What follows belongs to an exercise in optimizing a design on an open flow for small area, a short achievable clock period and few clock cycles per item; a production flow would make more cautious choices. In this exercise RTL edits were held to simulation tests only and were not proved equivalent to the original. Power and IR drop assume default switching activity.

==> flow/design.v, too long to show whole: its modules and the start of the top module <==
// module fu_controller: 61 lines
// module operand_skew: 38 lines
// module pe_array: 2462 lines
// module leaky_relu_stage: 9 lines
// module maxpool_stage: 97 lines
// module conv_engine: 124 lines
module conv_engine (
	input  wire                                 clk,
	input  wire                                 rst_n,
	input  wire                                 start,
	input  wire [1:0]                           op,
	input  wire                                 in_valid,
	output logic                                in_ready,
	input  wire [4*16-1:0]       in_ifm,
	input  wire [4*16-1:0]       in_wgt,
	input  wire                                 in_last,
	output logic                                out_valid,
	input  wire                                 out_ready,
	output logic [4*16-1:0]      out_data,
	output logic                                out_last,
	output logic                                done
);
  // ...
==> flow/flow/run.sh <==
#!/bin/bash
set -euo pipefail
M=${MARGIN:-6.6}
sed "s/SETUP_SLACK_MARGIN=[0-9.]*/SETUP_SLACK_MARGIN=$M/" standard.sh > standard_margin.sh
grep -q "SETUP_SLACK_MARGIN=$M" standard_margin.sh
bash standard_margin.sh > standard.log 2>&1
==> flow/standard.sh <==
#!/bin/bash
# synth_recipe.tcl (not shown) runs the flow's synth.tcl, then flattens the netlist and writes it again
# the make line also repeats each setting of config.mk as NAME=value (left out here)
make -C /OpenROAD-flow-scripts/flow DESIGN_CONFIG=/design/flow/config.mk WORK_HOME=/design/flow/orfs CLKGATE_MAP_FILE= SYNTH_SCRIPT=/design/flow/synth_recipe.tcl "${@:-finish}"
==> flow/config.mk <==
export PLATFORM = sky130hd
export DESIGN_NAME = conv_engine
export DESIGN_NICKNAME = conv_engine
export VERILOG_FILES = /design/flow/design.v
export SDC_FILE = /design/flow/constraint.sdc
export NUM_CORES = 4
export LEC_CHECK = 0
export CAP_MARGIN = 20
export CORE_MARGIN = 2
export CORE_UTILIZATION = 55
export SETUP_SLACK_MARGIN = 5
export SLEW_MARGIN = 20
==> flow/constraint.sdc <==
create_clock -name core_clock -period 10.0 [get_ports {clk}]
set_input_delay 2.0000 -clock core_clock [delete_from_list [all_inputs] [get_ports {clk}]]
set_output_delay 2.0000 -clock core_clock [all_outputs]
set_load 0.01 [all_outputs]
==> results.txt, run 1 <==
Slew Viols, Final -> 0
Area added between synthesis and finish -> 13.2%
# clk buffers -> 94
Largest family of logic cells by synthesized area -> adder cells
GPL Wtd Cong -> 0.877
ANT cells -> 1
Global-route track usage on met2 -> 0.429
Combinational power -> 11200 uW
Post-synth top flop -> dfxtp_1
Biggest register -> ring
Peak supply drop -> 208 uV
Vias in the first global route -> 31.3k
Flops & latches, synth -> 630
M1 GR Usage -> 0.426
Layout cells sized above 1 -> 0.0862
Post-synth EDFFs -> 128
Status -> complete, no violations
Post-Syn Area -> 44000 sq um
Final Hold Vio Count -> 0
Post-CTS Resized -> 141
Pwr top -> combinational cells
Slew headroom -> 0.303
Ports -> 204
Met3 Use GR -> 0.0626
Maxcap violations -> 0
Hold Crit Class -> reg -> reg
Switch Pwr -> 8140 uW
Testbench counts, summed over its fixed seeds: cycles 14,572, tiles 384.
==> run 2, diff against run 1 <==
==> flow/flow/run.sh (replaced) <==
#!/bin/bash
set -euo pipefail
M=${MARGIN:-7.0}
sed "s/SETUP_SLACK_MARGIN=[0-9.]*/SETUP_SLACK_MARGIN=$M/" standard.sh > standard_margin.sh
grep -q "SETUP_SLACK_MARGIN=$M" standard_margin.sh
bash standard_margin.sh > standard.log 2>&1
==> run 2 against run 1 <==
  * Worst hold slack got worse by 1.9 ps
  * Clock-buffer cell count fell by 1
  * Clock power rose by 7%
  * Global-route usage rose by 4.9 points
  * Flip-flop and latch count did not move
  * Combinational power rose by 22%
  * Worst setup slack improved by 28 ps
  * Non-clock buffer count rose by 231
  * Maximum frequency rose by 0.84%
  * Die area did not move
==> results.txt, run 2 <==
Synth unique cells -> 74
Final setup TNS -> 0 ps
Die X -> 287 microns
Synth Area per Inst -> 10.5 sq um
Startpoint Class -> flop
Post-Syn Area -> 44000 sq um (unchanged)
Commonest cells after routing, fill and taps aside -> 399 x xnor2_1, 349 x ha_1, 334 x dfxtp_1
Status -> complete, no violations
Detail Route Antenna Nets -> 0
Ports -> 204 (unchanged)
Final setup vio count -> 0
Hold Crit Class -> reg -> reg
GPL Wtd Cong -> 0.872 (-0.58%)
Design area -> 55900 sq um
Drt initial violations -> 3704
Sequential area share after synthesis -> 0.319
Worst Path Max Fanout -> 6
Root buf cell -> clkbuf_16
Non-filler cells, final -> 5588
Reg clk slew, reported paths -> 70 ps
Largest register FFs -> 256
Yosys top cell area share -> 0.217
CTS buffer count -> 70
Most Used Layer, Global Route -> met2
Rows -> 103
Vias in the first global route -> 33.3k (+6.4%)
Post-synthesis cell count -> 4197
Largest net degree at the start of global routing -> 63
Bufs on Longest Clock Path -> 3
DRC Markers -> 0
Detailed placement HPWL -> 80.3 mm
Critical Path Sink Type -> flop
Inst Count DP -> 5190
Htree depth -> 3
RSZ-0062 raised after global routing -> yes
Pwr/cell area -> 380 nW/um^2
WS Path Type -> reg -> reg
IO Port Bufs -> 203
WL/cell -> 27.1 microns
Syn nets -> 5092
Worst Setup Slack, final -> 6690 ps
DP Area -> 46700 sq um
Final Cycle Share -> 0.331
Multi-input gate area -> 30000 sq um
Final #Nets -> 5374
Post-synth top flop -> dfxtp_1
Place WS -> 5760 ps
Initial core utilization -> 0.556
Global-route track usage on met2 -> 0.501 (+0.0722)
Data required, critical path -> 10490 ps
Slew Viols, Final -> 0 (unchanged)
Post-layout min period -> 3310 ps
Final hold slack -> 320 ps
Via density per instance -> 6.14
Ranking of synthesized cells by area -> dfxtp_1 22%, fa_1 17%, ha_1 11%
Register area -> 14400 sq um
Gr usage total -> 0.339
TritonRoute pass-1 iters -> 8
Clock skew -> 31.5 ps
Max Freq -> 302 MHz
Met3 Use GR -> 0.0853 (+0.0227)
Warnings from Yosys -> 6
WP data arrival -> 3810 ps
Total Die Area -> 82300 sq um
Final Hold Vio Count -> 0 (unchanged)
Worst-Skew Late Latency -> 640 ps
Layout cells sized above 1 -> 0.275 (+0.189)
Area added between synthesis and finish -> 27.1%
CORE AREA -> 79100 sq um
Die Span Y -> 287 microns
Top cells by instance count after synthesis -> 476 x dfxtp_1, 450 x a22oi_1, 443 x xnor2_1
Total gr overflow -> 0
Fillers -> 5731
Slew headroom -> 0.352 (+0.0499)
DRT Wirelength -> 152 mm
Most frequent cell after synthesis -> dfxtp_1
Hold-fix buffers, CTS -> 0
Slew @ Worst Pin -> 968 ps
Cell taking the most area after synthesis -> dfxtp_1
Commonest non-fill, non-tap cell in the layout -> xnor2_1
M1 GR Usage -> 0.456 (+0.0301)
Global-route wire length before repair -> 209 mm
Maxcap violations -> 0 (unchanged)
Peak supply drop -> 198 uV (-4.7%)
Flops & latches, synth -> 630 (unchanged)
Biggest register -> ring
Leakage Power -> 0.0229 uW
Post-synth EDFFs -> 128 (unchanged)
Clock sinks -> 630
Routed via count -> 34.3k
Antenna violations before repair -> 3
Ys async rst share -> 0.0413
TritonCTS clock tree -> yes
-- run 2: cell counts after synthesis --
No cell type changed its count.
-- run 2: final cells by class --
type | count | share of cell area
inverter | 391 | 0.0265
tap | 1050 | 0.0235
multi-input combinational | 2877 | 0.536
clock inverter | 35 | 0.00718
antenna | 3 | 0.000134
timing repair buffer | 509 | 0.112
clock buffer | 93 | 0.0369
sequential | 630 | 0.258
-- run 2: metrics by stage --
stage	total power, uW	util
detailed placement	15500	0.590
finish	21200	0.707
global route	22900	0.707
global placement	15300	0.590
floorplan	12500	-
CTS	19500	0.664
-- run 2: report_power, final --
group	internal (uW)	leakage [uW]	total, uW	switching (uW)
sequential	3940	0.00554	4790	850
combinational	6310	0.0162	13700	7400
clock	1590	0.00121	2740	1150
-- run 2: cells by family (layout without fill, tap and decap cells) --
kind of cell | after synthesis | in the layout | synth area share
other | 0 | 3 | 0
DFF | 630 | 630 | 0.319
adders and majority gates | 759 | 759 | 0.280
xor gates and xnor gates | 610 | 610 | 0.121
AOI/OAI and AO/OA | 885 | 885 | 0.138
muxes | 73 | 73 | 0.0214
and+or+nand+nor | 548 | 550 | 0.0609
buffers and inverters | 692 | 1028 | 0.0595
-- run 2: routing by layer --
layer / vias to the layer above / share of wire
met5: - / 0.00055
met4: 6 / 0.074
met3: 722 / 0.12
met2: 2303 / 0.41
met1: 16400 / 0.39
li1: 14900 / -
-- run 2: path summary, 6_finish.rpt --
check,startpoint,to,slack [ps],cells past startpoint
max in group asynchronous,rst_n,u_controller.row[1]$_DFF_PN0_,7960,2
min in group asynchronous,rst_n,u_controller.ph_q[1]$_DFF_PN0_,1750,2
min,ring[2][12]$_DFF_P_,ring[1][12]$_DFF_P_,320,0
max reg2reg,u_operands.two_q[2]$_DFF_P_,c_q[57]$_DFF_P_,6690,10
min reg2reg,ring[2][12]$_DFF_P_,ring[1][12]$_DFF_P_,320,0
max,u_operands.two_q[2]$_DFF_P_,c_q[57]$_DFF_P_,6690,10
-- run 2: worst max-delay path: stages (launching register included) --
cell and delay [ps]:
dfxtp_4 370, buf_12 150, buf_12 120, buf_16 150, a22oi_1 320, xor2_1 300
ha_1 260, fa_1 470, fa_1 530, inv_2 50, fa_1 430
-- run 2: repair_timing --
| item | in CTS | in global routing |
|---|---|---|
| buffers inserted | 121 | 87 |
| pin swaps | 112 | 287 |
| resized for setup | 717 | 511 |
| cloned | 37 | 22 |
| hold endpoints to repair | 0 | 0 |
| setup endpoints to repair | 380 | 311 |
==> run 3, diff against run 2 <==
==> flow/flow/run.sh (replaced) <==
#!/bin/bash
set -euo pipefail
M=${MARGIN:-6.6}
sed "s/SETUP_SLACK_MARGIN=[0-9.]*/SETUP_SLACK_MARGIN=$M/" standard.sh > standard_margin.sh
grep -q "SETUP_SLACK_MARGIN=$M" standard_margin.sh
bash standard_margin.sh > standard.log 2>&1
--- a/flow/config.mk
+++ b/flow/config.mk
@@ -8,5 +8,5 @@
 export CAP_MARGIN = 20
 export CORE_MARGIN = 2
-export CORE_UTILIZATION = 55
+export CORE_UTILIZATION = 40
 export SETUP_SLACK_MARGIN = 5
 export SLEW_MARGIN = 20
==> run 3 against run 2 <==
  * Clock-buffer cell count fell by 5
  * First-iteration DRC count decreased by 21%
  * Routed wire length decreased by 17%
  * Core utilization decreased by 24 points
  * Via count fell by 9.1%
  * Worst setup slack lost 24 ps
==> results.txt, run 3 <==
Status -> complete, no violations
Critical Path Sink Type -> flop
Fillers -> 10.1k (+76%)
Pwr/cell area -> 368 nW/um^2 (-3.2%)
Die X -> 336 microns (+17%)
Non-filler cells, final -> 5735 (+2.6%)
Rows -> 121 (+17%)
Root buf cell -> clkbuf_16
Vias in the first global route -> 31.5k (-5.3%)
WL/cell -> 21.9 microns (-19%)
Post-layout power -> 18600 uW (-12%)
Data required, critical path -> 10510 ps (+20 ps)
Routed via count -> 31.2k (-9.1%)
WS Path Type -> reg -> reg
Syn nets -> 5092 (unchanged)
Inst Count DP -> 5552 (+7.0%)
Peak supply drop -> 190 uV (-3.8%)
Final hold slack -> 297 ps (-23.3 ps)
Final #Nets -> 5153 (-4.1%)
CTS buffer count -> 73 (+4.3%)
Worst Path Max Fanout -> 60 (+54)
Slew Viols, Final -> 0 (unchanged)
Maxcap violations -> 0 (unchanged)
Post-synth top flop -> dfxtp_1
GPL Wtd Cong -> 0.867 (-0.62%)
Warnings from Yosys -> 6 (unchanged)
Ys async rst share -> 0.0413 (unchanged)
Max Freq -> 300 MHz (-0.73%)
Clock sinks -> 630 (unchanged)
Slew @ Worst Pin -> 1150 ps (+180 ps)
Global-route wire length before repair -> 191 mm (-8.8%)
DRC Markers -> 0 (unchanged)
Min-delay src -> ring[2][9]$_DFF_P_
Hold path depth -> 0 (unchanged)
Final Hold Vio Count -> 0 (unchanged)
Worst-Skew Late Latency -> 660 ps (+20 ps)
Post-synthesis cell count -> 4197 (unchanged)
TritonRoute pass-1 iters -> 6 (-2)
Htree depth -> 3 (unchanged)
Reg2reg end -> c_q[23]$_DFF_P_
Post-synth EDFFs -> 128 (unchanged)
Final setup TNS -> 0 ps (unchanged)
Ranking of synthesized cells by area -> dfxtp_1 22%, fa_1 17%, ha_1 11%
Gr usage total -> 0.219 (-0.120)
Post-layout min period -> 3340 ps (+24.4 ps)
Internal power -> 10400 uW (-12%)
Most frequent cell after synthesis -> dfxtp_1
Final setup vio count -> 0 (unchanged)
Ports -> 204 (unchanged)
Clock power frac -> 0.149 (+0.020)
IO Port Bufs -> 203 (unchanged)
WP data arrival -> 3850 ps (+40 ps)
Register area -> 14200 sq um (-1.8%)
Slew headroom -> 0.230 (-0.123)
Top cells by instance count after synthesis -> 476 x dfxtp_1, 450 x a22oi_1, 443 x xnor2_1
Largest register FFs -> 256 (unchanged)
Detailed placement HPWL -> 82.9 mm (+3.3%)
Layout cells sized above 1 -> 0.0919 (-0.183)
Largest net degree at the start of global routing -> 69 (+9.5%)
DRT Wirelength -> 125 mm (-17%)
CORE AREA -> 109000 sq um (+38%)
WHS Endpoint -> ring[1][9]$_DFF_P_
Bufs on Longest Clock Path -> 3 (unchanged)
Net Sw Frac -> 0.442 (-0.000945)
Area added between synthesis and finish -> 15.0%
Flops & latches, synth -> 630 (unchanged)
Design area -> 50600 sq um (-9.5%)
Clock skew -> 31.2 ps (-0.302 ps)
Comb pwr share -> 0.597 (-0.049)
TritonCTS clock tree -> yes
Yosys top cell area share -> 0.217 (unchanged)
DP Area -> 47000 sq um (+0.71%)
Drt initial violations -> 2920 (-21%)
Sequential power share -> 0.254 (+0.029)
Multi-input gate area -> 27600 sq um (-7.9%)
Biggest register -> ring
Commonest non-fill, non-tap cell in the layout -> a22oi_1
Hold Crit Class -> reg -> reg
Hold-fix buffers, CTS -> 0 (unchanged)
Commonest cells after routing, fill and taps aside -> 447 x a22oi_1, 443 x xnor2_1, 387 x dfxtp_1
Reg clk slew, reported paths -> 70 ps (about the same)
Synth Area per Inst -> 10.5 sq um (unchanged)
Synth unique cells -> 74 (unchanged)
Die Span Y -> 336 microns (+17%)
Startpoint Class -> flop
Total gr overflow -> 0 (unchanged)
Post-Syn Area -> 44000 sq um (unchanged)
Via density per instance -> 5.44 (-11%)
Detail Route Antenna Nets -> 0 (unchanged)
RSZ-0062 raised after global routing -> yes
Sequential area share after synthesis -> 0.319 (unchanged)
Final Cycle Share -> 0.334 (+0.00244)
Path depth of the worst reg2reg path -> 9 (-1)
Initial core utilization -> 0.404 (-0.152)
R2r startpoint -> u_operands.one_q[5]$_DFF_P_
Reg-to-reg slack, setup -> 6660 ps (-20 ps)
Leakage Power -> 0.0210 uW (-8.5%)
Switch Pwr -> 8220 uW (-13%)
Antenna violations before repair -> 4 (+1)
Cell taking the most area after synthesis -> dfxtp_1
Total Die Area -> 113000 sq um (+37%)
[run 3: cell counts after synthesis]
No cell type changed its count.
[run 3: what timing repair did]
| item | 4_1_cts | 5_1_grt |
|---|---|---|
| gates cloned | 1 | 3 |
| resized for setup | 173 | 104 |
| pin swaps | 3 | 10 |
| setup buffers | 16 | 25 |
| endpoints found under the setup margin | 284 | 153 |
[run 3: cell families after synthesis]
group | after synthesis | synth area share
compound gates | 885 | 0.138
fa+ha+maj | 759 | 0.280
buf+inv | 692 | 0.0595
flops | 630 | 0.319
xor+xnor | 610 | 0.121
simple gates | 548 | 0.0609
mux | 73 | 0.0214
[run 3: final cells by class]
class	count	share of cell area
clock inverters	48	0.0120
well taps	1414	0.0349
clock buffers	88	0.0382
flip-flops and latches	630	0.280
repair buffers	286	0.0607
multi-input cells	2876	0.545
inverters	391	0.0292
diodes	2	0.0000989
[run 3: power groups by stage]
stage	clock network (uW)	registers [uW]	logic, uW
final	2780	4730	11100
after global routing	2950	4840	12700
after global placement	0	4790	10300
after floorplan	0	4310	8110
after detailed placement	0	4800	10600
after CTS	2850	4750	10900
[run 3: per-stage QoR]
stage          utilization  worst slack (ps)
2_1_floorplan            -              6300
3_3_place_gp         0.431              5870
3_5_place_dp         0.431              5830
4_1_cts              0.459              6540
5_1_grt              0.464              6550
6_report             0.464              6660
[run 3: worst max-delay path: stages (launching register included)]
cell and delay [ps]:
dfxtp_2 340, buf_8 400, a22oi_1 190, xnor2_1 180
fa_1 420, fa_1 550, inv_1 60, fa_1 510
inv_1 60, fa_1 420
[run 3: how the worst max path moves through the flow]
stage,slack [ps],to,startpoint
2_1_floorplan,6300,u_out.out_data[0]$_DFFE_PP_,out_ready
3_3_place_gp,5870,u_out.out_data[12]$_DFFE_PP_,out_ready
3_5_place_dp,5830,u_out.out_data[11]$_DFFE_PP_,out_ready
4_1_cts,6540,c9_q[2]$_DFF_P_,u_operands.y_q[40]$_DFF_P_
5_1_grt,6550,u_out.out_data[24]$_DFFE_PP_,ring[3][51]$_DFF_P_
6_report,6660,c_q[23]$_DFF_P_,u_operands.one_q[5]$_DFF_P_
[run 3: per-layer routing]
metal	vias up	GRT usage	share of wire
met4	2	0.0592	0.027
met2	1353	0.326	0.42
met5	-	0	0.00010
met3	214	0.0448	0.088
met1	15200	0.322	0.46
li1	14400	-	-
==> run 4, diff against run 3 <==
==> flow/flow/run.sh (replaced) <==
#!/bin/bash
set -euo pipefail
M=6.65
sed -e "s/SETUP_SLACK_MARGIN=[0-9.]*/SETUP_SLACK_MARGIN=$M/" \
    -e "s/\"\${@:-finish}\"/BUFFER_PORTS_ARGS='-buffer_cell sky130_fd_sc_hd__buf_1' \"\${@:-finish}\"/" \
    standard.sh > standard_tuned.sh
grep -q "SETUP_SLACK_MARGIN=$M" standard_tuned.sh
grep -q "BUFFER_PORTS_ARGS" standard_tuned.sh
bash standard_tuned.sh > standard.log 2>&1
--- a/flow/config.mk
+++ b/flow/config.mk
@@ -8,5 +8,5 @@
 export CAP_MARGIN = 20
 export CORE_MARGIN = 2
-export CORE_UTILIZATION = 40
+export CORE_UTILIZATION = 60
 export SETUP_SLACK_MARGIN = 5
 export SLEW_MARGIN = 20
==> run 4 against run 3 <==
  * Flip-flop and latch count is the same
  * Highest routed layer unchanged
  * Sequential power is essentially flat
  * Global-route usage grew 8.7 points
  * Sequential share of layout area grew 1.0 points
  * Still clean on timing, DRC and antenna
  * Clock power shrank 6%
==> results.txt, run 4 <==
Clock skew -> 30.6 ps (-0.578 ps)
IO Port Bufs -> 203 (unchanged)
Total gr overflow -> 0 (unchanged)
Post-layout util -> 0.671 (+0.206)
Layout cells sized above 1 -> 0.0927 (+0.000802)
Vias in the first global route -> 30.8k (-2.1%)
Crit-path cells -> a22oi_1 > xnor2_1 > fa_1 > fa_1 > inv_1 > fa_1 > inv_1 > fa_1
WL/cell -> 22.5 microns (+2.8%)
Status -> complete, no violations
Commonest cells after routing, fill and taps aside -> 447 x a22oi_1, 443 x xnor2_1, 386 x inv_1
WP data arrival -> 3780 ps (-70 ps)
Post-layout power -> 18600 uW (-0.29%)
Hold-fix buffers, CTS -> 0 (unchanged)
Maxcap violations -> 0 (unchanged)
DRC Markers -> 0 (unchanged)
Worst-Skew Late Latency -> 630 ps (-30 ps)
Slew headroom -> 0.264 (+0.0346)
CTS buffer count -> 70 (-4.1%)
Crit-path most repeated cell -> fa_1
Final hold slack -> 310 ps (+13.0 ps)
Initial core utilization -> 0.604 (+0.201)
Area added between synthesis and finish -> 11.0%
Post-layout min period -> 3300 ps (-38.3 ps)
Top cells by instance count after synthesis -> 476 x dfxtp_1, 450 x a22oi_1, 443 x xnor2_1
Flops & latches, synth -> 630 (unchanged)
Largest register FFs -> 256 (unchanged)
Ranking of synthesized cells by area -> dfxtp_1 22%, fa_1 17%, ha_1 11%
Antenna violations before repair -> 2 (-2)
Ys async rst share -> 0.0413 (unchanged)
Root buf cell -> clkbuf_16
Via density per instance -> 5.93 (+9.0%)
CP delay by family, top -> adder cells
Most frequent cell after synthesis -> dfxtp_1
Syn nets -> 5092 (unchanged)
Total Die Area -> 75500 sq um (-33%)
Pwr/cell area -> 380 nW/um^2 (+3.4%)
TritonRoute pass-1 iters -> 7 (+1)
WS Path Type -> reg -> reg
Startpoint Class -> flop
Critical Path Sink Type -> flop
Max Freq -> 303 MHz (+1.2%)
Cell taking the most area after synthesis -> dfxtp_1
Detailed placement HPWL -> 78.3 mm (-5.5%)
Leakage Power -> 0.0203 uW (-3.1%)
Hold Crit Class -> reg -> reg
Slew Viols, Final -> 0 (unchanged)
Final setup vio count -> 0 (unchanged)
Slew @ Worst Pin -> 1100 ps (-47.7 ps)
Sequential area share after synthesis -> 0.319 (unchanged)
Synth unique cells -> 74 (unchanged)
Reg clk slew, reported paths -> 60 ps (about the same)
Register area -> 14200 sq um (about the same)
Warnings from Yosys -> 6 (unchanged)
Final #Nets -> 5156 (+0.058%)
Biggest register -> ring
Worst Path Max Fanout -> 12 (-80%)
Slowest cell on crit path -> dfxtp_1
Post-synth EDFFs -> 128 (unchanged)
TritonCTS clock tree -> yes
Detail Route Antenna Nets -> 0 (unchanged)
DRT Wirelength -> 118 mm (-5.5%)
Clock sinks -> 630 (unchanged)
Commonest non-fill, non-tap cell in the layout -> a22oi_1
Final Cycle Share -> 0.330 (-0.00383)
Htree depth -> 3 (unchanged)
Place WS -> 5990 ps (+168 ps)
Fillers -> 5729 (-43%)
Max incr delay on CP -> 730 ps (+180 ps)
GPL Wtd Cong -> 0.885 (+2.1%)
Largest net degree at the start of global routing -> 69 (unchanged)
Multi-input gate area -> 27600 sq um (+0.12%)
Final setup TNS -> 0 ps (unchanged)
Post-synth top flop -> dfxtp_1
Die Span Y -> 275 microns (-18%)
Rows -> 99 (-18%)
CORE AREA -> 72800 sq um (-33%)
Worst path buffer plus inverter count -> 2 (-1)
Peak supply drop -> 205 uV (+7.8%)
Global-route wire length before repair -> 178 mm (-6.6%)
Post-synthesis cell count -> 4197 (unchanged)
Yosys top cell area share -> 0.217 (unchanged)
Data required, critical path -> 10480 ps (-30 ps)
Worst Setup Slack, final -> 6700 ps (+38.3 ps)
Drt initial violations -> 3036 (+4.0%)
RSZ-0062 raised after global routing -> yes
Gr usage total -> 0.306 (+0.0871)
Bufs on Longest Clock Path -> 3 (unchanged)
Synth Area per Inst -> 10.5 sq um (unchanged)
Ports -> 204 (unchanged)
Routed via count -> 31.3k (+0.28%)
Die X -> 275 microns (-18%)
Post-Syn Area -> 44000 sq um (unchanged)
Final Hold Vio Count -> 0 (unchanged)
==> run 4: cell count changes in the layout (fill, tap and decap cells not counted), sizes merged <==
cell	previous run	this run
bufinv	7	2
clkinv	35	20
diode	2	1
clkbuf	92	106
clkdlybuf4s15	12	0
buf	79	283
clkdlybuf4s50	135	0
dlygate4sd2	56	0
inv	391	393
clkinvlp	6	4
==> run 4: final timing paths <==
check / cells past startpoint / start / endpoint / slack, ps
max: 8 / u_operands.y_q[13]$_DFF_P_ / c_q[5]$_DFF_P_ / 6700
min in group asynchronous: 2 / rst_n / u_controller.in_ready$_DFF_PN0_ / 1350
max in group asynchronous: 2 / rst_n / u_controller.row[0]$_DFF_PN0_ / 8380
max reg2reg: 8 / u_operands.y_q[13]$_DFF_P_ / c_q[5]$_DFF_P_ / 6700
min: 0 / ring[2][13]$_DFF_P_ / ring[1][13]$_DFF_P_ / 310
min reg2reg: 0 / ring[2][13]$_DFF_P_ / ring[1][13]$_DFF_P_ / 310
==> run 4: final cells by class <==
cell class                 count  area share
antenna                        1   0.0000512
timing repair buffer         292      0.0410
inverter                     391      0.0302
clock inverter                28     0.00612
multi-input combinational   2876       0.566
tap                          959      0.0246
sequential                   630       0.290
clock buffer                  97      0.0422
==> run 4: report_power, final <==
group	switching (uW)	internal, uW	total [uW]
Clock	1090	1510	2600
Combinational	6310	4930	11200
Sequential	825	3890	4720
Total	8220	10300	18600
==> run 4: repair_timing <==
item | 4_1_cts | 5_1_grt
setup buffers | 11 | 35
pin swaps | 4 | 20
endpoints found under the setup margin | 224 | 179
gates cloned | 0 | 8
resized for setup | 81 | 141
==> run 4: worst register-to-register path: stages, from the launching register on <==
cell and delay (ps):
dfxtp_1 730, a22oi_1 180, xnor2_1 190, fa_1 450, fa_1 510, inv_1 50, fa_1 540, inv_1 90
fa_1 420
==> run 4: per-stage QoR <==
step	std cells	instance area, sq um
2_1_floorplan	4197	44100
3_3_place_gp	5094	45200
3_5_place_dp	5094	45200
4_1_cts	5230	47900
5_1_grt	5273	48800
6_report	5274	48800
==> run 4: logic make-up (layout without fill, tap and decap cells) <==
family | Yosys count | after routing | share of synthesized area
DFF | 630 | 630 | 0.319
other | 0 | 1 | 0
and+or+nand+nor | 548 | 549 | 0.0609
xor gates and xnor gates | 610 | 610 | 0.121
buffers and inverters | 692 | 808 | 0.0595
AOI/OAI and AO/OA | 885 | 885 | 0.138
adders and majority gates | 759 | 759 | 0.280
muxes | 73 | 73 | 0.0214
==> run 4: routing by layer <==
metal,global-route usage,routed length [microns],share of wire,vias to the layer above
met5,0,8,0.000068,-
met4,0.0879,3320,0.028,2
met3,0.0626,11600,0.098,237
met1,0.452,53200,0.45,15200
met2,0.456,50300,0.42,1478
li1,-,-,-,14400
==> run 5, diff against run 4 <==
--- a/flow/flow/run.sh
+++ b/flow/flow/run.sh
@@ -1,5 +1,5 @@
 #!/bin/bash
 set -euo pipefail
-M=6.65
+M=6.75
 sed -e "s/SETUP_SLACK_MARGIN=[0-9.]*/SETUP_SLACK_MARGIN=$M/" \
     -e "s/\"\${@:-finish}\"/BUFFER_PORTS_ARGS='-buffer_cell sky130_fd_sc_hd__buf_1' \"\${@:-finish}\"/" \
--- a/flow/config.mk
+++ b/flow/config.mk
@@ -9,4 +9,6 @@
 export CORE_MARGIN = 2
 export CORE_UTILIZATION = 60
+export CTS_CLUSTER_DIAMETER = 120
+export CTS_CLUSTER_SIZE = 24
 export SETUP_SLACK_MARGIN = 5
 export SLEW_MARGIN = 20
==> run 5 against run 4 <==
  * First-iteration DRC count rose by 2.6%
  * Synthesized cell count did not move
  * Clock skew fell by 11 ps
  * Largest cell class unchanged
  * Critical path depth rose by 4
  * Highest routed layer unchanged
  * Critical path type unchanged
  * Clock power fell by 47%
  * Still clean on timing, DRC and antenna
  * Global-route usage rose by 0.31 points
  * Total power fell by 5.9%
  * Critical endpoint is now ring[3][14]$_DFF_P_
  * Maximum frequency rose by 0.86%
  * Largest power group unchanged
==> results.txt, run 5 <==
Status -> complete, no violations
Peak supply drop -> 369 uV (+80%)
TritonCTS clock tree -> yes
CTS buffer count -> 30 (-57%)
Reg clk slew, reported paths -> 100 ps (+40 ps)
Hold Crit Class -> reg -> reg
Total gr overflow -> 0 (unchanged)
Reg-to-reg slack, setup -> 6730 ps (+30 ps)
Synth Area per Inst -> 10.5 sq um (unchanged)
Detailed placement HPWL -> 78.5 mm (+0.20%)
Vias in the first global route -> 30.6k (-0.79%)
TritonRoute pass-1 iters -> 8 (+1)
Detail Route Antenna Nets -> 0 (unchanged)
Max Freq -> 306 MHz (+0.86%)
WL/cell -> 23.2 microns (+3.5%)
IO Port Bufs -> 203 (unchanged)
Slew headroom -> 0.222 (-0.0423)
Clock sinks -> 630 (unchanged)
Sequential area share after synthesis -> 0.319 (unchanged)
Commonest cells after routing, fill and taps aside -> 444 x a22oi_1, 443 x xnor2_1, 386 x inv_1
Slowest cell on crit path -> fa_1
Final Cycle Share -> 0.327 (-0.00281)
Syn nets -> 5092 (unchanged)
RSZ-0062 raised after global routing -> yes
Clock power frac -> 0.080 (-0.060)
Post-synth EDFFs -> 128 (unchanged)
Cell taking the most area after synthesis -> dfxtp_1
Sequential power share -> 0.270 (+0.016)
Ys async rst share -> 0.0413 (unchanged)
Ranking of synthesized cells by area -> dfxtp_1 22%, fa_1 17%, ha_1 11%
Slew @ Worst Pin -> 1160 ps (+63.3 ps)
GPL Wtd Cong -> 0.866 (-2.2%)
Worst path buffer plus inverter count -> 0 (-2)
CORE AREA -> 72800 sq um (unchanged)
Routed via count -> 31.3k (-0.038%)
Root buf cell -> clkbuf_16
Crit-path most repeated cell -> a21oi_2
Clock skew -> 19.8 ps (-10.8 ps)
Post-layout power -> 17500 uW (-5.9%)
Flops & latches, synth -> 630 (unchanged)
Worst Path Max Fanout -> 2 (-10)
ANT cells -> 0 (-1)
Total Die Area -> 75500 sq um (unchanged)
Post-layout min period -> 3270 ps (-28.1 ps)
WS Path Type -> reg -> reg
Top cells by instance count after synthesis -> 476 x dfxtp_1, 450 x a22oi_1, 443 x xnor2_1
Biggest register -> ring
Maxcap violations -> 0 (unchanged)
WP data arrival -> 3830 ps (+50 ps)
Largest register FFs -> 256 (unchanged)
Crit-path cells -> fa_1 > ha_2 > fa_2 > a21o_1 > a21oi_2 > o21bai_2 > a211oi_2 > o31ai_2 > or4_4 > a31o_4 > a21oi_2 > xnor2_1
DRC Markers -> 0 (unchanged)
Drt initial violations -> 3115 (+2.6%)
Final #Nets -> 5147 (-0.17%)
Initial core utilization -> 0.604 (unchanged)
Largest net degree at the start of global routing -> 69 (unchanged)
Warnings from Yosys -> 6 (unchanged)
Final setup vio count -> 0 (unchanged)
Post-synthesis cell count -> 4197 (unchanged)
CP delay by family, top -> compound AO/OA/AOI/OAI gates
Antenna violations before repair -> 3 (+1)
Yosys top cell area share -> 0.217 (unchanged)
Slew Viols, Final -> 0 (unchanged)
Synth unique cells -> 74 (unchanged)
Htree depth -> 1 (-2)
Global-route wire length before repair -> 179 mm (+0.50%)
Area added between synthesis and finish -> 9.08%
Data required, critical path -> 10560 ps (+80 ps)
Final Hold Vio Count -> 0 (unchanged)
Startpoint Class -> flop
Via density per instance -> 5.98 (+0.86%)
DRT Wirelength -> 122 mm (+2.6%)
Critical Path Sink Type -> flop
Max incr delay on CP -> 480 ps (-250 ps)
Die X -> 275 microns (unchanged)
Post-Syn Area -> 44000 sq um (unchanged)
Layout cells sized above 1 -> 0.0909 (-0.00181)
Post-synth top flop -> dfxtp_1
Pwr/cell area -> 364 nW/um^2 (-4.3%)
Final setup TNS -> 0 ps (unchanged)
Die Span Y -> 275 microns (unchanged)
Gr usage total -> 0.309 (+0.00314)
Worst-Skew Late Latency -> 640 ps (about the same)
Rows -> 99 (unchanged)
Ports -> 204 (unchanged)
Leakage Power -> 0.0199 uW (-2.3%)
Net Sw Frac -> 0.457 (+0.0138)
Most frequent cell after synthesis -> dfxtp_1
Commonest non-fill, non-tap cell in the layout -> a22oi_1
Comb pwr share -> 0.651 (+0.045)
Internal power -> 9490 uW (-8.2%)
Switch Pwr -> 7980 uW (-2.9%)
Bufs on Longest Clock Path -> 3 (unchanged)
[run 5: timing repair]
| action | CTS | global route |
|---|---|---|
| setup buffers | 30 | 35 |
| hold buffers | 0 | 0 |
| gates cloned | 3 | 14 |
| endpoints found under the setup margin | 261 | 178 |
| pin swaps | 9 | 34 |
| gates resized for setup | 172 | 130 |
[run 5: through the flow]
step / area, sq um / hold slack, ps / setup WS [ps] / utilization / std cells
6_report: 48000 / 321 / 6730 / 0.659 / 5227
2_1_floorplan: 44100 / 310 / 6300 / - / 4197
5_1_grt: 48000 / 336 / 6610 / 0.659 / 5227
4_1_cts: 46900 / 324 / 6730 / 0.644 / 5178
3_5_place_dp: 45200 / 312 / 6080 / 0.620 / 5097
3_3_place_gp: 45200 / 310 / 6130 / 0.620 / 5097
[run 5: logic make-up (layout without fill, tap and decap cells)]
logic type / Yosys count / after routing / synth area share
mux: 73 / 73 / 0.0214
fa+ha+maj: 759 / 759 / 0.280
simple gates: 548 / 550 / 0.0609
compound gates: 885 / 885 / 0.138
flops: 630 / 630 / 0.319
xor+xnor: 610 / 610 / 0.121
buf+inv: 692 / 761 / 0.0595
[run 5: routing by layer]
layer / wire, microns / track usage
met4: 3710 / 0.0849
met2: 52500 / 0.471
met1: 53100 / 0.448
met3: 12200 / 0.0649
met5: 21 / 0
[run 5: worst register-to-register path, cell delays in order, from the launching register on]
cell and delay [ps]:
dfxtp_2 330, fa_1 480, ha_2 220, fa_2 360
a21o_1 210, a21oi_2 190, o21bai_2 110, a211oi_2 290
o31ai_2 130, or4_4 440, a31o_4 230, a21oi_2 120
xnor2_1 110
[run 5: area by class of cell]
class	count	area (sq um)
Sequential cell	630	14200
Tap cell	959	1200
Timing Repair Buffer	322	2480
Fill cell	5813	24800
Inverter	391	1480
Multi-Input combinational cell	2877	27800
Clock inverter	2	25.0
Clock buffer	46	832
[run 5: worst paths after layout]
path	from	endpoint	cells past startpoint
min in group asynchronous	rst_n	u_controller.in_ready$_DFF_PN0_	2
max	s_q[0]$_DFF_P_	ring[3][14]$_DFF_P_	12
max in group asynchronous	rst_n	u_controller.row[0]$_DFF_PN0_	2
max reg2reg	s_q[0]$_DFF_P_	ring[3][14]$_DFF_P_	12
min	ring[2][11]$_DFF_P_	ring[1][11]$_DFF_P_	0
min reg2reg	ring[2][11]$_DFF_P_	ring[1][11]$_DFF_P_	0
[run 5: power by group through the flow]
| stage | logic (uW) | clock network, uW | registers, uW |
|---|---|---|---|
| 4_1_cts | 10900 | 1440 | 4700 |
| 3_3_place_gp | 10300 | 0 | 4750 |
| 6_report | 11400 | 1390 | 4720 |
| 3_5_place_dp | 10500 | 0 | 4770 |
| 5_1_grt | 12900 | 1520 | 4810 |
| 2_1_floorplan | 8120 | 0 | 4310 |
==> run 6, diff against run 5 <==
--- a/flow/flow/run.sh
+++ b/flow/flow/run.sh
@@ -1,5 +1,5 @@
 #!/bin/bash
 set -euo pipefail
-M=6.75
+M=6.65
 sed -e "s/SETUP_SLACK_MARGIN=[0-9.]*/SETUP_SLACK_MARGIN=$M/" \
     -e "s/\"\${@:-finish}\"/BUFFER_PORTS_ARGS='-buffer_cell sky130_fd_sc_hd__buf_1' \"\${@:-finish}\"/" \
--- a/flow/config.mk
+++ b/flow/config.mk
@@ -11,4 +11,5 @@
 export CTS_CLUSTER_DIAMETER = 120
 export CTS_CLUSTER_SIZE = 24
+export PLACE_DENSITY = 0.75
 export SETUP_SLACK_MARGIN = 5
 export SLEW_MARGIN = 20
==> run 6 against run 5 <==
  * Sequential power barely moved
  * Synthesized area is the same
  * Routed wire length down 4.1%
  * Register-to-register slack lost 50 ps
  * Critical path depth unchanged
  * Core utilization decreased by 1.1 points
  * Cell count down 0.99%
  * Flip-flop and latch count did not move
==> results.txt, run 6 <==
DRT Wirelength -> 117 mm (-4.1%)
Via density per instance -> 6.13 (+2.5%)
Post-synthesis cell count -> 4197 (unchanged)
WS Path Type -> reg -> reg
Htree depth -> 1 (unchanged)
Total gr overflow -> 0 (unchanged)
Final Cycle Share -> 0.332 (+0.00493)
Non-filler cells, final -> 5175 (-0.99%)
Worst Path Max Fanout -> 2 (unchanged)
Yosys top cell area share -> 0.217 (unchanged)
Most frequent cell after synthesis -> dfxtp_1
Worst path buffer plus inverter count -> 0 (unchanged)
Largest family of logic cells by synthesized area -> adder cells
Crit-path cells -> fa_1 > ha_2 > fa_2 > a21o_1 > a21oi_2 > o21bai_1 > a211oi_2 > o31ai_2 > or4_4 > a31o_4 > a21oi_2 > xnor2_1
TritonCTS clock tree -> yes
Critical Path Sink Type -> flop
Drt initial violations -> 3711 (+19%)
Final #Nets -> 5096 (-0.99%)
Synth unique cells -> 74 (unchanged)
RSZ-0062 raised after global routing -> yes
Layout cells sized above 1 -> 0.0757 (-0.0152)
IO Port Bufs -> 203 (unchanged)
Status -> complete, no violations
Rows -> 99 (unchanged)
Biggest register -> ring
Ports -> 204 (unchanged)
Ys async rst share -> 0.0413 (unchanged)
Largest net degree at the start of global routing -> 69 (unchanged)
Commonest non-fill, non-tap cell in the layout -> a22oi_1
Clock sinks -> 630 (unchanged)
Largest register FFs -> 256 (unchanged)
Startpoint Class -> flop
Post-layout min period -> 3320 ps (+49.3 ps)
DRC Markers -> 0 (unchanged)
Reg-to-reg slack, setup -> 6680 ps (-50 ps)
Die Span Y -> 275 microns (unchanged)
Post-Syn Area -> 44000 sq um (unchanged)
Global-route wire length before repair -> 177 mm (-1.3%)
Bufs on Longest Clock Path -> 3 (unchanged)
TritonRoute pass-1 iters -> 6 (-2)
Syn nets -> 5092 (unchanged)
Post-synth top flop -> dfxtp_1
WP data arrival -> 3880 ps (+50 ps)
Max incr delay on CP -> 510 ps (+30 ps)
Ranking of synthesized cells by area -> dfxtp_1 22%, fa_1 17%, ha_1 11%
Hold Crit Class -> reg -> reg
Detailed placement HPWL -> 77.5 mm (-1.2%)
Fillers -> 5748 (-1.1%)
Final setup TNS -> 0 ps (unchanged)
Final setup vio count -> 0 (unchanged)
GPL Wtd Cong -> 0.918 (+6.0%)
Peak supply drop -> 217 uV (-41%)
Flops & latches, synth -> 630 (unchanged)
Total Die Area -> 75500 sq um (unchanged)
Root buf cell -> clkbuf_16
Post-Synth XOR/XNOR Area -> 0.121 (unchanged)
Data required, critical path -> 10560 ps (about the same)
Pwr/cell area -> 369 nW/um^2 (+1.3%)
Compound-Gate Fraction of Synth Area -> 0.138 (unchanged)
Reg clk slew, reported paths -> 100 ps (about the same)
Sequential area share after synthesis -> 0.319 (unchanged)
Maxcap violations -> 0 (unchanged)
Hold-fix buffers, CTS -> 0 (unchanged)
Post-synth EDFFs -> 128 (unchanged)
Initial core utilization -> 0.604 (unchanged)
Multiplexer share of the synthesized area -> 0.0214 (unchanged)
WL/cell -> 22.5 microns (-3.1%)
Top cells by instance count after synthesis -> 476 x dfxtp_1, 450 x a22oi_1, 443 x xnor2_1
CTS buffer count -> 30 (unchanged)
Detail Route Antenna Nets -> 0 (unchanged)
CP delay by family, top -> compound AO/OA/AOI/OAI gates
Slew @ Worst Pin -> 1070 ps (-89.8 ps)
Cell taking the most area after synthesis -> dfxtp_1
Die X -> 275 microns (unchanged)
Worst-Skew Late Latency -> 650 ps (about the same)
Final Hold Vio Count -> 0 (unchanged)
Clock skew -> 30.2 ps (+10.5 ps)
Synth Area in Adders -> 0.280 (unchanged)
Synth Area in Simple Gates -> 0.0609 (unchanged)
Routed via count -> 31.7k (+1.4%)
Slew headroom -> 0.285 (+0.0627)
CORE AREA -> 72800 sq um (unchanged)
Gr usage total -> 0.300 (-0.00961)
Vias in the first global route -> 31.2k (+2.1%)
Inst Count DP -> 5093 (-0.078%)
Commonest cells after routing, fill and taps aside -> 446 x a22oi_1, 443 x xnor2_1, 386 x inv_1
Slew Viols, Final -> 0 (unchanged)
Synth Area per Inst -> 10.5 sq um (unchanged)
Leakage Power -> 0.0195 uW (-2.0%)
Slowest cell on crit path -> fa_1
Area added between synthesis and finish -> 7.29%
Antenna violations before repair -> 2 (-1)
Max Freq -> 301 MHz (-1.5%)
Crit-path most repeated cell -> a21oi_2
Warnings from Yosys -> 6 (unchanged)
## run 6: cell counts after synthesis
No cell type changed its count.
## run 6: layer usage
metal,up-vias,global-route usage,part of all wire
met1,15300,0.430,0.42
met5,-,0,0
met3,326,0.0695,0.12
met4,0,0.0812,0.035
li1,14200,-,-
met2,1884,0.458,0.43
## run 6: worst register-to-register path, cell delays in order (launching register included)
cell      delay [ps]
dfxtp_2          330
fa_1             510
ha_2             230
fa_2             370
a21o_1           170
a21oi_2          140
o21bai_1         120
a211oi_2         320
o31ai_2          110
or4_4            440
a31o_4           250
a21oi_2          140
xnor2_1          120
## run 6: what timing repair did
action | 4_1_cts | 5_1_grt
gates resized for setup | 97 | 137
buffers inserted | 17 | 11
setup endpoints to repair | 225 | 164
cloned | 0 | 7
pin swaps | 5 | 22
## run 6: per-stage QoR
stage	instance area [sq um]	power, uW	hold WS (ps)	worst slack, ps	util
2_1_floorplan	44100	12400	310	6300	-
5_1_grt	47200	19000	317	6610	0.648
4_1_cts	46600	16900	315	6570	0.639
3_5_place_dp	45200	15300	312	6040	0.620
6_report	47200	17400	317	6680	0.648
3_3_place_gp	45200	14800	310	6070	0.620
## run 6: report_power, final
group / switching [uW] / total (uW) / internal, uW
registers: 824 / 4720 / 3890
clock network: 805 / 1400 / 596
logic: 6350 / 11300 / 4940
## run 6: worst paths after layout
check                                         start                         endpoint  cells past startpoint
worst max-delay path                 c_q[0]$_DFF_P_              ring[3][14]$_DFF_P_                     12
worst min-delay path            ring[2][28]$_DFF_P_              ring[1][28]$_DFF_P_                      0
worst max register to register       c_q[0]$_DFF_P_              ring[3][14]$_DFF_P_                     12
worst min register to register  ring[2][28]$_DFF_P_              ring[1][28]$_DFF_P_                      0
max in group asynchronous                     rst_n    u_controller.row[0]$_DFF_PN0_                      2
min in group asynchronous                     rst_n  u_controller.in_ready$_DFF_PN0_                      2
## run 6: cell families (layout without fill, tap and decap cells)
group / Yosys count / count (layout)
flops: 630 / 630
compound gates: 885 / 885
simple gates: 548 / 549
xor+xnor: 610 / 610
fa+ha+maj: 759 / 759
mux: 73 / 73
other cells: 0 / 1
buf+inv: 692 / 709
## run 6: cell type report
cell class | instances | area [sq um] | area share
Multi-Input combinational cell | 2876 | 27700 | 0.587
Sequential cell | 630 | 14200 | 0.301
Timing Repair Buffer | 272 | 1770 | 0.0376
Inverter | 391 | 1480 | 0.0313
Tap cell | 959 | 1200 | 0.0254
Clock buffer | 45 | 860 | 0.0182
Clock inverter | 1 | 16.3 | 0.000344
Antenna cell | 1 | 2.50 | 0.0000530
==> run 7, diff against run 6 <==
--- a/flow/config.mk
+++ b/flow/config.mk
@@ -11,5 +11,4 @@
 export CTS_CLUSTER_DIAMETER = 120
 export CTS_CLUSTER_SIZE = 24
-export PLACE_DENSITY = 0.75
 export SETUP_SLACK_MARGIN = 5
 export SLEW_MARGIN = 20
==> run 7 against run 6 <==
  * Total power down 0.72%
  * Flip-flop and latch count unchanged
  * Die area unchanged
  * Synthesized cell count unchanged
  * Clock-buffer cell count down 2
  * First-iteration DRC count down 17%
  * Clock power about the same
  * Maximum frequency up 0.85%
  * Synthesized area unchanged
  * Sequential share of layout area down 0.078 points
  * Core utilization up 0.12 points
  * Highest routed layer unchanged
==> results.txt, run 7 <==
Internal power -> 9390 uW (-0.41%)
Via density per instance -> 5.96 (-2.7%)
Worst-Skew Late Latency -> 640 ps (about the same)
Layout cells sized above 1 -> 0.0785 (+0.00280)
RSZ-0062 raised after global routing -> yes
GPL Wtd Cong -> 0.885 (-3.6%)
DRC Markers -> 0 (unchanged)
Reg clk slew, reported paths -> 110 ps (about the same)
Total Die Area -> 75500 sq um (unchanged)
Total gr overflow -> 0 (unchanged)
Detail Route Antenna Nets -> 0 (unchanged)
TritonRoute pass-1 iters -> 6 (unchanged)
Hold Crit Class -> reg -> reg
Worst Setup EP -> ring[3][14]$_DFF_P_
WL/cell -> 22.3 microns (-0.83%)
Die X -> 275 microns (unchanged)
Biggest register -> ring
WS Path Type -> reg -> reg
Bufs on Longest Clock Path -> 3 (unchanged)
Status -> complete, no violations
Largest register FFs -> 256 (unchanged)
Vias in the first global route -> 30.3k (-3.1%)
Met3 wire length -> 10.4 mm (-23%)
Clock power frac -> 0.081 (about the same)
Warnings from Yosys -> 6 (unchanged)
Slew headroom -> 0.257 (-0.0273)
R2r startpoint -> c_q[0]$_DFF_P_
Drt initial violations -> 3090 (-17%)
Hold-fix buffers, CTS -> 0 (unchanged)
Final Hold Vio Count -> 0 (unchanged)
Critical Path Sink Type -> flop
Global-route wire length before repair -> 176 mm (-0.49%)
Sequential power share -> 0.272 (about the same)
Final setup TNS -> 0 ps (unchanged)
Htree depth -> 1 (unchanged)
Final #Nets -> 5124 (+0.55%)
Worst Path Max Fanout -> 2 (unchanged)
Commonest cells after routing, fill and taps aside -> 449 x a22oi_1, 443 x xnor2_1, 386 x inv_1
CTS buffer count -> 30 (unchanged)
Leakage Power -> 0.0196 uW (+0.65%)
Startpoint Class -> flop
Gr usage total -> 0.301 (+0.000906)
Post-layout util -> 0.650 (+0.00122)
Yosys top cell area share -> 0.217 (unchanged)
Cell taking the most area after synthesis -> dfxtp_1
Switch Pwr -> 7890 uW (-1.1%)
Max Freq -> 304 MHz (+0.85%)
Place WS -> 5990 ps (-48.7 ps)
Rows -> 99 (unchanged)
Min-delay src -> ring[2][21]$_DFF_P_
Routed via count -> 31.0k (-2.2%)
Post-synth EDFFs -> 128 (unchanged)
Die Span Y -> 275 microns (unchanged)
Ys async rst share -> 0.0413 (unchanged)
Post-Syn Area -> 44000 sq um (unchanged)
Most frequent cell after synthesis -> dfxtp_1
Data required, critical path -> 10530 ps (-30 ps)
Initial core utilization -> 0.604 (unchanged)
Synth unique cells -> 74 (unchanged)
Fillers -> 5908 (+2.8%)
Slew Viols, Final -> 0 (unchanged)
Top cells by instance count after synthesis -> 476 x dfxtp_1, 450 x a22oi_1, 443 x xnor2_1
CP Launch Point -> c_q[0]$_DFF_P_
Peak supply drop -> 203 uV (-6.3%)
WP data arrival -> 3820 ps (-60 ps)
Max Used Layer -> met4
Root buf cell -> clkbuf_16
Post-synthesis cell count -> 4197 (unchanged)
Post-layout power -> 17300 uW (-0.72%)
Detailed placement HPWL -> 78.3 mm (+1.1%)
Worst Setup Slack, final -> 6710 ps (+27.9 ps)
Pwr/cell area -> 365 nW/um^2 (-0.90%)
Ports -> 204 (unchanged)
CORE AREA -> 72800 sq um (unchanged)
Maxcap violations -> 0 (unchanged)
Wl on met1 -> 53.5 mm (+10%)
Reg-to-reg slack, setup -> 6710 ps (+30 ps)
Net Sw Frac -> 0.457 (-0.00171)
Commonest non-fill, non-tap cell in the layout -> a22oi_1
Comb pwr share -> 0.647 (-0.002)
Sequential area share after synthesis -> 0.319 (unchanged)
Slew @ Worst Pin -> 1110 ps (+36.8 ps)
Largest net degree at the start of global routing -> 69 (unchanged)
TritonCTS clock tree -> yes
Synth Area per Inst -> 10.5 sq um (unchanged)
Area added between synthesis and finish -> 7.49%
Reg2reg end -> ring[3][14]$_DFF_P_
IO Port Bufs -> 203 (unchanged)
Post-synth top flop -> dfxtp_1
Final setup vio count -> 0 (unchanged)
DRT Wirelength -> 116 mm (-0.31%)
Antenna violations before repair -> 3 (+1)
Syn nets -> 5092 (unchanged)
Routed met2 length -> 49.7 mm (-1.6%)
Flops & latches, synth -> 630 (unchanged)
Path depth of the worst reg2reg path -> 12 (unchanged)
Clock sinks -> 630 (unchanged)
Clock skew -> 33.2 ps (+2.95 ps)
Final Cycle Share -> 0.329 (-0.00279)
ANT cells -> 0 (-1)
Post-layout min period -> 3290 ps (-27.9 ps)
Ranking of synthesized cells by area -> dfxtp_1 22%, fa_1 17%, ha_1 11%
-- run 7: power groups by stage --
stage	clock network, uW	logic, uW	registers, uW
final	1400	11200	4710
after global routing	1520	12700	4800
after CTS	1440	10900	4700
after detailed placement	0	10600	4770
after global placement	0	10300	4750
after floorplan	0	8110	4310
-- run 7: stage by stage --
step,instance area (sq um),hold WS (ps),std cells
finish,47300,315,5202
global route,47300,322,5202
CTS,46500,316,5153
detailed placement,45200,312,5094
global placement,45200,310,5094
floorplan,44100,310,4197
-- run 7: worst max-delay path, stage by stage (launching register included) --
cell,delay [ps]
dfxtp_2,330
fa_1,470
ha_2,220
fa_2,360
a21o_1,170
a21oi_2,160
o21bai_2,110
a211oi_2,290
o31ai_2,100
or4_4,500
a31o_4,250
a21oi_2,130
xnor2_1,140
-- run 7: kinds of logic after synthesis --
family,synth area share
adder cells (fa/ha/maj),0.280
buffers and inverters,0.0595
multiplexers,0.0214
AND/OR/NAND/NOR,0.0609
XOR/XNOR,0.121
flip-flops,0.319
AO/OA/AOI/OAI,0.138
-- run 7: timing repair --
item	4_1_cts	5_1_grt
cloned	0	6
pin swaps	4	21
setup endpoints to repair	229	171
setup buffers	13	43
gates resized for setup	90	128
-- run 7: how the worst min path moves through the flow --
stage	end	cells after the start
after floorplan	ring[1][0]$_DFF_P_	0
after global placement	ring[1][38]$_DFF_P_	0
after detailed placement	ring[1][2]$_DFF_P_	0
after CTS	ring[1][21]$_DFF_P_	0
after global routing	ring[1][21]$_DFF_P_	0
final	ring[1][21]$_DFF_P_	0
-- run 7: per-layer routing --
layer | vias to the layer above | track usage
met5 | - | 0
met2 | 1473 | 0.455
li1 | 14300 | -
met3 | 174 | 0.0439
met4 | 0 | 0.0730
met1 | 15100 | 0.454
-- run 7: layout make-up --
| cell class | instances | area [sq um] | share of cell area |
|---|---|---|---|
| multi-input cells | 2876 | 27600 | 0.583 |
| clock buffers | 43 | 821 | 0.0173 |
| clock inverters | 3 | 47.5 | 0.00100 |
| flip-flops and latches | 630 | 14200 | 0.300 |
| inverters | 391 | 1470 | 0.0312 |
| well taps | 959 | 1200 | 0.0254 |
| repair buffers | 300 | 1980 | 0.0419 |
==> run 8, diff against run 7 <==
--- a/flow/config.mk
+++ b/flow/config.mk
@@ -8,6 +8,6 @@
 export CAP_MARGIN = 20
 export CORE_MARGIN = 2
-export CORE_UTILIZATION = 60
-export CTS_CLUSTER_DIAMETER = 120
+export CORE_UTILIZATION = 70
+export CTS_CLUSTER_DIAMETER = 100
 export CTS_CLUSTER_SIZE = 24
 export SETUP_SLACK_MARGIN = 5
==> run 8 against run 7 <==
  * Routed wire length is 1.2% lower
  * Design area is 0.30% lower
  * Clock-buffer cell count is 3 higher
  * Core utilization is 11 points higher
  * Synthesized cell count stayed put
  * Global-route usage is 4.8 points higher
  * Critical path type unchanged
  * Critical endpoint is now ring[3][46]$_DFF_P_
==> results.txt, run 8 <==
Startpoint Class -> flop
Pwr/cell area -> 372 nW/um^2 (+1.9%)
TritonCTS clock tree -> yes
Slew Viols, Final -> 0 (unchanged)
Final hold slack -> 322 ps (+6.82 ps)
Top cells by instance count after synthesis -> 476 x dfxtp_1, 450 x a22oi_1, 443 x xnor2_1
Flops & latches, synth -> 630 (unchanged)
Ports -> 204 (unchanged)
Drt initial violations -> 3455 (+12%)
WS Path Type -> reg -> reg
Final setup TNS -> 0 ps (unchanged)
CTS buffer count -> 34 (+13%)
Post-Syn Area -> 44000 sq um (unchanged)
Clock skew -> 22.7 ps (-10.5 ps)
Largest register FFs -> 256 (unchanged)
Initial core utilization -> 0.711 (+0.106)
Post-synth EDFFs -> 128 (unchanged)
Worst-Skew Late Latency -> 590 ps (-50 ps)
Hold-fix buffers, CTS -> 0 (unchanged)
Reg-to-reg slack, setup -> 6660 ps (-40 ps)
Total Die Area -> 64900 sq um (-14%)
Detailed placement HPWL -> 76.4 mm (-2.4%)
WP data arrival -> 3810 ps (about the same)
Peak supply drop -> 175 uV (-14%)
Layout cells sized above 1 -> 0.0740 (-0.00450)
Fillers -> 4276 (-28%)
R2r startpoint -> s_q[32]$_DFF_P_
Reg clk slew, reported paths -> 100 ps (about the same)
Htree depth -> 2 (+1)
WHS Endpoint -> ring[1][42]$_DFF_P_
DP Area -> 45000 sq um (-0.37%)
DRC Markers -> 0 (unchanged)
Synth unique cells -> 74 (unchanged)
Post-layout min period -> 3340 ps (+42.0 ps)
Bufs on Longest Clock Path -> 3 (unchanged)
Max Freq -> 300 MHz (-1.3%)
DRT Wirelength -> 115 mm (-1.2%)
Vias in the first global route -> 31.0k (+2.4%)
Reg2reg end -> ring[3][46]$_DFF_P_
CP delay by family, top -> compound AO/OA/AOI/OAI gates
Root buf cell -> clkbuf_16
Biggest register -> ring
Global-route wire length before repair -> 175 mm (-0.74%)
Yosys top cell area share -> 0.217 (unchanged)
Inst Count DP -> 4970 (-2.4%)
Commonest non-fill, non-tap cell in the layout -> a22oi_1
Final setup vio count -> 0 (unchanged)
Post-synthesis cell count -> 4197 (unchanged)
Leakage Power -> 0.0196 uW (-0.19%)
Area added between synthesis and finish -> 7.17%
Worst Path Max Fanout -> 3 (+1)
Via density per instance -> 6.22 (+4.4%)
Rows -> 91 (-8.1%)
Crit-path cells -> fa_1 > ha_1 > inv_1 > fa_1 > nor2b_1 > o21ai_0 > a21boi_1 > o21ai_1 > a21oi_2 > a211oi_1 > o41ai_2 > a21oi_1 > xnor2_1
Status -> complete, no violations
Slew @ Worst Pin -> 1050 ps (-57.5 ps)
Sequential area share after synthesis -> 0.319 (unchanged)
Non-filler cells, final -> 5070 (-2.5%)
Ranking of synthesized cells by area -> dfxtp_1 22%, fa_1 17%, ha_1 11%
CORE AREA -> 61900 sq um (-15%)
TritonRoute pass-1 iters -> 7 (+1)
Path depth of the worst reg2reg path -> 13 (+1)
Most frequent cell after synthesis -> dfxtp_1
RSZ-0062 raised after global routing -> yes
Critical Path Stages -> 13 (+1)
Final Hold Vio Count -> 0 (unchanged)
Hold path depth -> 0 (unchanged)
Clock sinks -> 630 (unchanged)
Gr usage total -> 0.349 (+0.0482)
Slew headroom -> 0.296 (+0.0385)
Syn nets -> 5092 (unchanged)
Final #Nets -> 5107 (-0.33%)
Final Cycle Share -> 0.334 (+0.00420)
GPL Wtd Cong -> 0.929 (+4.9%)
Design area -> 47200 sq um (-0.30%)
Ys async rst share -> 0.0413 (unchanged)
Data required, critical path -> 10470 ps (-60 ps)
Post-synth top flop -> dfxtp_1
Die X -> 255 microns (-7.3%)
IO Port Bufs -> 203 (unchanged)
Cell taking the most area after synthesis -> dfxtp_1
Detail Route Antenna Nets -> 0 (unchanged)
Worst path buffer plus inverter count -> 1 (+1)
WL/cell -> 22.6 microns (+1.3%)
Total gr overflow -> 0 (unchanged)
Warnings from Yosys -> 6 (unchanged)
Largest net degree at the start of global routing -> 69 (unchanged)
Max incr delay on CP -> 530 ps (+30 ps)
Die Span Y -> 255 microns (-7.3%)
Maxcap violations -> 0 (unchanged)
Min-delay src -> ring[2][42]$_DFF_P_
Routed via count -> 31.5k (+1.7%)
Commonest cells after routing, fill and taps aside -> 450 x a22oi_1, 443 x xnor2_1, 386 x inv_1
Critical Path Sink Type -> flop
Antenna violations before repair -> 2 (-1)
Crit-path most repeated cell -> fa_1
Hold Crit Class -> reg -> reg
Slowest cell on crit path -> fa_1
Synth Area per Inst -> 10.5 sq um (unchanged)
-- run 8: worst max-delay path by stage --
stage                           startpoint                     endpoint
2_1_floorplan                    out_ready  u_out.out_data[0]$_DFFE_PP_
6_report                   s_q[32]$_DFF_P_          ring[3][46]$_DFF_P_
5_1_grt                    s_q[32]$_DFF_P_          ring[3][46]$_DFF_P_
4_1_cts                     s_q[0]$_DFF_P_          ring[3][14]$_DFF_P_
3_5_place_dp   u_operands.neg_q[6]$_DFF_P_              c_q[24]$_DFF_P_
3_3_place_gp   u_operands.neg_q[6]$_DFF_P_               c_q[8]$_DFF_P_
-- run 8: kinds of logic (layout without fill, tap and decap cells) --
logic type      after synthesis  count (layout)  synth area share
compound gates              885             885             0.138
buf+inv                     692             726            0.0595
xor+xnor                    610             610             0.121
other cells                   0               2                 0
flops                       630             630             0.319
fa+ha+maj                   759             759             0.280
mux                          73              73            0.0214
simple gates                548             548            0.0609
-- run 8: through the flow --
stage,total power [uW],util,worst slack (ps)
after floorplan,12400,-,6300
after global placement,14900,0.726,6130
after global routing,19200,0.761,6510
after detailed placement,15400,0.726,6020
final,17500,0.762,6660
after CTS,17200,0.751,6650
-- run 8: metal layers --
layer  wire, microns  share of wire  track usage  vias to the layer above
li1                -              -            -                    14300
met1           48000           0.42        0.497                    15000
met2           48900           0.43        0.522                     1862
met3           13400           0.12       0.0926                      346
met4            4430          0.039        0.107                        2
met5              13        0.00011            0                        -
-- run 8: layout make-up --
type                    instances  area [sq um]  area share
multi-input cells            2875         27600       0.585
flip-flops and latches        630         14200       0.301
repair buffers                280          1820      0.0387
inverters                     391          1480      0.0313
well taps                     837          1050      0.0222
clock buffers                  46           917      0.0194
clock inverters                 9           121     0.00257
diodes                          2          5.00    0.000106
-- run 8: power by group --
group          internal [uW]  total (uW)  switching, uW
Clock                    668        1530            860
Sequential              3890        4700            813
Combinational           4930       11300           6380
Total                   9490       17500           8050
-- run 8: what timing repair did --
| item | in CTS | in global routing |
|---|---|---|
| setup buffers | 12 | 24 |
| pin swaps | 2 | 17 |
| setup endpoints to repair | 219 | 171 |
| gates cloned | 0 | 7 |
| resized for setup | 100 | 114 |

## port drivers added, routing unchanged
The results above use ideal ports. As a check the final layouts listed here were re-extracted and re-timed, cells and wires unchanged.
Step 1 assumes that a clkbuf_16 drives the clock port and a buf_2 every other input.
Step 2 adds t to the input delays and takes it off the output delays; t is the mean of the earliest and latest rising clock arrival at the registers after step 1. Input paths then give back, and output paths get back, about the clock's delay inside the block.
Three values: ideal, step 1, step 2; two values: the first two.
run | t (ns) | setup WS [ns] | hold slack, ns | clock arrival spread, ns
run 1 | 0.669 | 6.658 / 6.588 / 6.086 | 0.322 / 0.322 / 0.322 | 0.020 / 0.021
run 2 | 0.699 | 6.686 / 6.640 / 6.477 | 0.320 / 0.320 / 0.320 | 0.032 / 0.032
run 3 | 0.714 | 6.661 / 6.597 / 6.083 | 0.297 / 0.297 / 0.297 | 0.038 / 0.039
run 4 | 0.682 | 6.700 / 6.700 / 6.448 | 0.310 / 0.310 / 0.310 | 0.031 / 0.031
run 5 | 0.696 | 6.728 / 6.715 / 6.500 | 0.321 / 0.321 / 0.321 | 0.022 / 0.022
run 6 | 0.697 | 6.679 / 6.679 / 6.523 | 0.317 / 0.317 / 0.317 | 0.031 / 0.030
run 7 | 0.685 | 6.707 / 6.698 / 6.459 | 0.315 / 0.315 / 0.315 | 0.033 / 0.033
run 8 | 0.653 | 6.665 / 6.665 / 6.426 | 0.322 / 0.322 / 0.322 | 0.025 / 0.025
After both steps setup and hold are still met in every run listed. For run 3, which loses most, drivers alone change the setup slack by -0.064 ns; drivers and shift together by -0.578 ns.
